Source: an optimization exercise on an open RTL-to-GDS flow (aim: small area). Production flows keep margins and buffers that such runs may drop. Function was checked by simulation only, so behaviour that the tests miss may differ from the original.

==> lagoon <==
## guided_stats_top
module guided_stats_top
(
	input  logic        clk,
	input  logic        rst_n,
	input  logic        in_valid,
	input  logic [7:0]  pix_i,
	input  logic [7:0]  pix_p,
	input  logic [7:0]  old_i,
	input  logic [7:0]  old_p,
	output logic        out_valid,
	output logic [11:0] sum_i,
	output logic [11:0] sum_p,
	output logic [41:0] var_num,
	output logic [41:0] cov_num
);
==> flow/config.mk <==
export PLATFORM = sky130hd
export DESIGN_NAME = guided_stats_top
export DESIGN_NICKNAME = guided_stats_top
export VERILOG_FILES = /design/flow/design.v
export SDC_FILE = /design/flow/constraint.sdc
export NUM_CORES = 4
export LEC_CHECK = 0
export CAP_MARGIN = 20
export CORE_MARGIN = 2
export CORE_UTILIZATION = 65
export SLEW_MARGIN = 20
==> flow/constraint.sdc <==
create_clock -name core_clock -period 10.0 [get_ports {clk}]
set_input_delay 2.0000 -clock core_clock [delete_from_list [all_inputs] [get_ports {clk}]]
set_output_delay 2.0000 -clock core_clock [all_outputs]
set_load 0.01 [all_outputs]
standard.sh (not shown) runs the stock make flow with config.mk's settings and CLKGATE_MAP_FILE= SYNTH_SCRIPT=/design/flow/synth_recipe.tcl, a recipe that flattens the netlist after the stock synthesis.
==> flow/flow/run.sh <==
#!/bin/bash
# Own layout flow: the standard flow (standard.sh) with these changes:
#  - synthesis runs Yosys's synth without its early ABC pass (-noabc), so the explicit
#    full-adder trees of the RTL reach extract_fa as written;
#  - flow/polarity.py then re-picks the polarity of full adders and 2-input gates in the
#    synthesized netlist to drop inverters (registers and ports untouched);
#  - the ports are buffered with buf_1 cells, and the buffers synthesis added are removed
#    before placement (the resizer adds back those it needs);
#  - the clock tree uses larger sink clusters (fewer clock buffers) and no dummy loads.
set -euo pipefail
work=$(pwd)
res="$work/orfs/results/${FLOW_PLATFORM:-sky130hd}/guided_stats_top/base"
sed 's/yosys synth -nofsm -noshare/yosys synth -nofsm -noshare -noabc/' synth_recipe.tcl > "$work/flow_synth.tcl"
grep -q -- '-noabc' "$work/flow_synth.tcl"
bash standard.sh SYNTH_SCRIPT="$work/flow_synth.tcl" synth > "$work/synth.log" 2>&1
cp "$res/1_2_yosys.v" "$work/yosys_netlist.v"
python3 "$work/flow/polarity.py" "$work/yosys_netlist.v" "$res/1_2_yosys.v" > "$work/polarity.log" 2>&1
rm -f "$res/1_synth.odb"
bash standard.sh BUFFER_PORTS_ARGS="-buffer_cell sky130_fd_sc_hd__buf_1" REMOVE_ABC_BUFFERS=1 \
  CTS_ARGS="-sink_clustering_enable -repair_clock_nets -sink_clustering_size 30 -sink_clustering_max_diameter 100 -buf_list sky130_fd_sc_hd__clkbuf_16 -dont_use_dummy_load" > "$work/layout.log" 2>&1
Other scripts of this flow, unchanged in this note and not shown: flow/flow/polarity.py
==> inputs of fjord, as changes to lagoon <==
CORE_UTILIZATION = 40   (was 65)
==> notes.md <==
Launching element of the worst setup path: lagoon w_i[1]$_DFF_P_; fjord w_ii[0]$_DFF_P_
Initial antenna violation count: lagoon 1; fjord 2
Initial standard-cell utilization of the core: lagoon 0.6611; fjord 0.4048
Clock-pin transition on the worst setup and hold timing paths: lagoon 0.10 ns; fjord 0.11 ns
Worst Clk Skew: lagoon 0.07642 ns; fjord 0.08883 ns
Worst Reg-to-Reg Cells: lagoon 26; fjord 27
Wire length after detailed routing: lagoon 63,540 um; fjord 68,150 um
Worst Path Arrival: lagoon 7.65 ns; fjord 7.63 ns
Run status: lagoon finished clean; fjord finished clean
Number of placement rows: lagoon 82; fjord 105
WHS Endpoint: lagoon lb_p[17][5]$_DFFE_PP_; fjord lb_p[17][7]$_DFFE_PP_
Die footprint: lagoon 0.05296 mm^2; fjord 0.08541 mm^2

* * *

==> v1 <==
guided_stats_top, a different RTL version from the one above (not shown whole).
==> flow/config.mk <==
export PLATFORM = sky130hd
export DESIGN_NAME = guided_stats_top
export DESIGN_NICKNAME = guided_stats_top
export VERILOG_FILES = /design/flow/design.v
export SDC_FILE = /design/flow/constraint.sdc
export NUM_CORES = 4
export LEC_CHECK = 0
export CAP_MARGIN = 20
export CORE_MARGIN = 2
export CORE_UTILIZATION = 40
export SLEW_MARGIN = 20
==> flow/constraint.sdc <==
create_clock -name core_clock -period 10.0 [get_ports {clk}]
set_input_delay 2.0000 -clock core_clock [delete_from_list [all_inputs] [get_ports {clk}]]
set_output_delay 2.0000 -clock core_clock [all_outputs]
set_load 0.01 [all_outputs]
run.sh (not shown) runs the stock make flow with config.mk's settings and CLKGATE_MAP_FILE= SYNTH_SCRIPT=/design/flow/synth_recipe.tcl, a recipe that flattens the netlist after the stock synthesis.
Stock flow here: none of the scripts above is used.
==> v33: changes against v1 <==
--- a/flow/config.mk
+++ b/flow/config.mk
@@ -8,4 +8,5 @@
 export CAP_MARGIN = 20
 export CORE_MARGIN = 2
 export CORE_UTILIZATION = 40
+export CTS_BUF_LIST = sky130_fd_sc_hd__clkbuf_8
 export SLEW_MARGIN = 20
==> v24: changes against v1 <==
==> flow/flow/run.sh (new file) <==
#!/bin/bash
# Own layout flow: the standard flow, except that synthesis runs Yosys's synth without its
# early ABC pass (-noabc), so the explicit full-adder trees of the RTL reach extract_fa intact,
# and the ports are buffered with buf_1 cells.
set -euo pipefail
work=$(pwd)
sed 's/yosys synth -nofsm -noshare/yosys synth -nofsm -noshare -noabc/' synth_recipe.tcl > "$work/flow_synth.tcl"
grep -q -- '-noabc' "$work/flow_synth.tcl"
bash standard.sh SYNTH_SCRIPT="$work/flow_synth.tcl" synth > "$work/synth.log" 2>&1
bash standard.sh BUFFER_PORTS_ARGS="-buffer_cell sky130_fd_sc_hd__buf_1" > "$work/layout.log" 2>&1
==> flow/standard.sh (new file) <==
#!/bin/bash
# synth_recipe.tcl (not shown) runs the flow's synth.tcl, then flattens the netlist and writes it again
# the make line also repeats each setting of config.mk as NAME=value (left out here)
make -C /OpenROAD-flow-scripts/flow DESIGN_CONFIG=/design/flow/config.mk WORK_HOME=/design/flow/orfs CLKGATE_MAP_FILE= SYNTH_SCRIPT=/design/flow/synth_recipe.tcl "${@:-finish}"
removed: flow/run.sh
==> v17: changes against v1 <==
--- a/flow/config.mk
+++ b/flow/config.mk
@@ -8,4 +8,5 @@
 export CAP_MARGIN = 20
 export CORE_MARGIN = 2
 export CORE_UTILIZATION = 40
+export CTS_BUF_LIST = sky130_fd_sc_hd__clkbuf_4
 export SLEW_MARGIN = 20
==> summary of the runs <==
v17 completed and failed the layout checks on negative setup slack. v24 completed with no timing, DRC or antenna violations. v1 passed the timing, design-rule and antenna checks. v33 completed, yet does not pass: negative setup slack.
In sequential cell count, v33 and v17 do not differ.
Maximum frequency, lowest first: v17, v33, v1, v24.
Clock skew: v17 > v33 > v1 > v24.
Between v33 and v17, the lower global-route usage is in v33 (gap 0.22 points).
First-iteration DRC count: v24 > v33 > v1 > v17.
Die area is the same in v17 and v1.
Via count, lowest first: v24, v1, v33, v17.

[separate check: timing with driven ports]
No port has a modelled driver above. Below, the same layouts with a new extraction and two added sets of constraints. Step 1: set_driving_cell puts a clkbuf_16 on clk and a buf_2 on each other input, an assumption about the parent block. Step 2 times the ports against the registers' clock, not the clock port: input delays grow and output delays shrink by t, the midpoint of the rising clock arrivals with the driver on. Slacks: no drivers / after step 1 / after step 2; pairs: no drivers / after step 1.
run | t, ns | setup WS [ns] | clock arrival spread, ns
lagoon | 0.619 | 0.351 / 0.292 / 0.190 | 0.076 / 0.077
fjord | 0.635 | 0.365 / 0.304 / -0.024 | 0.089 / 0.089
v1 | 0.696 | 0.075 / 0.013 / 0.709 | 0.040 / 0.040
v33 | 0.760 | -0.015 / -0.071 / 0.689 | 0.057 / 0.057
v24 | 0.680 | 0.155 / 0.092 / 0.773 | 0.018 / 0.019
v17 | 1.002 | -0.239 / -0.294 / 0.708 | 0.072 / 0.071
With both steps, setup timing fails in fjord, where it was met with ideal ports. For fjord, which loses most, drivers alone change the setup slack by -0.061 ns; drivers and shift together by -0.389 ns.
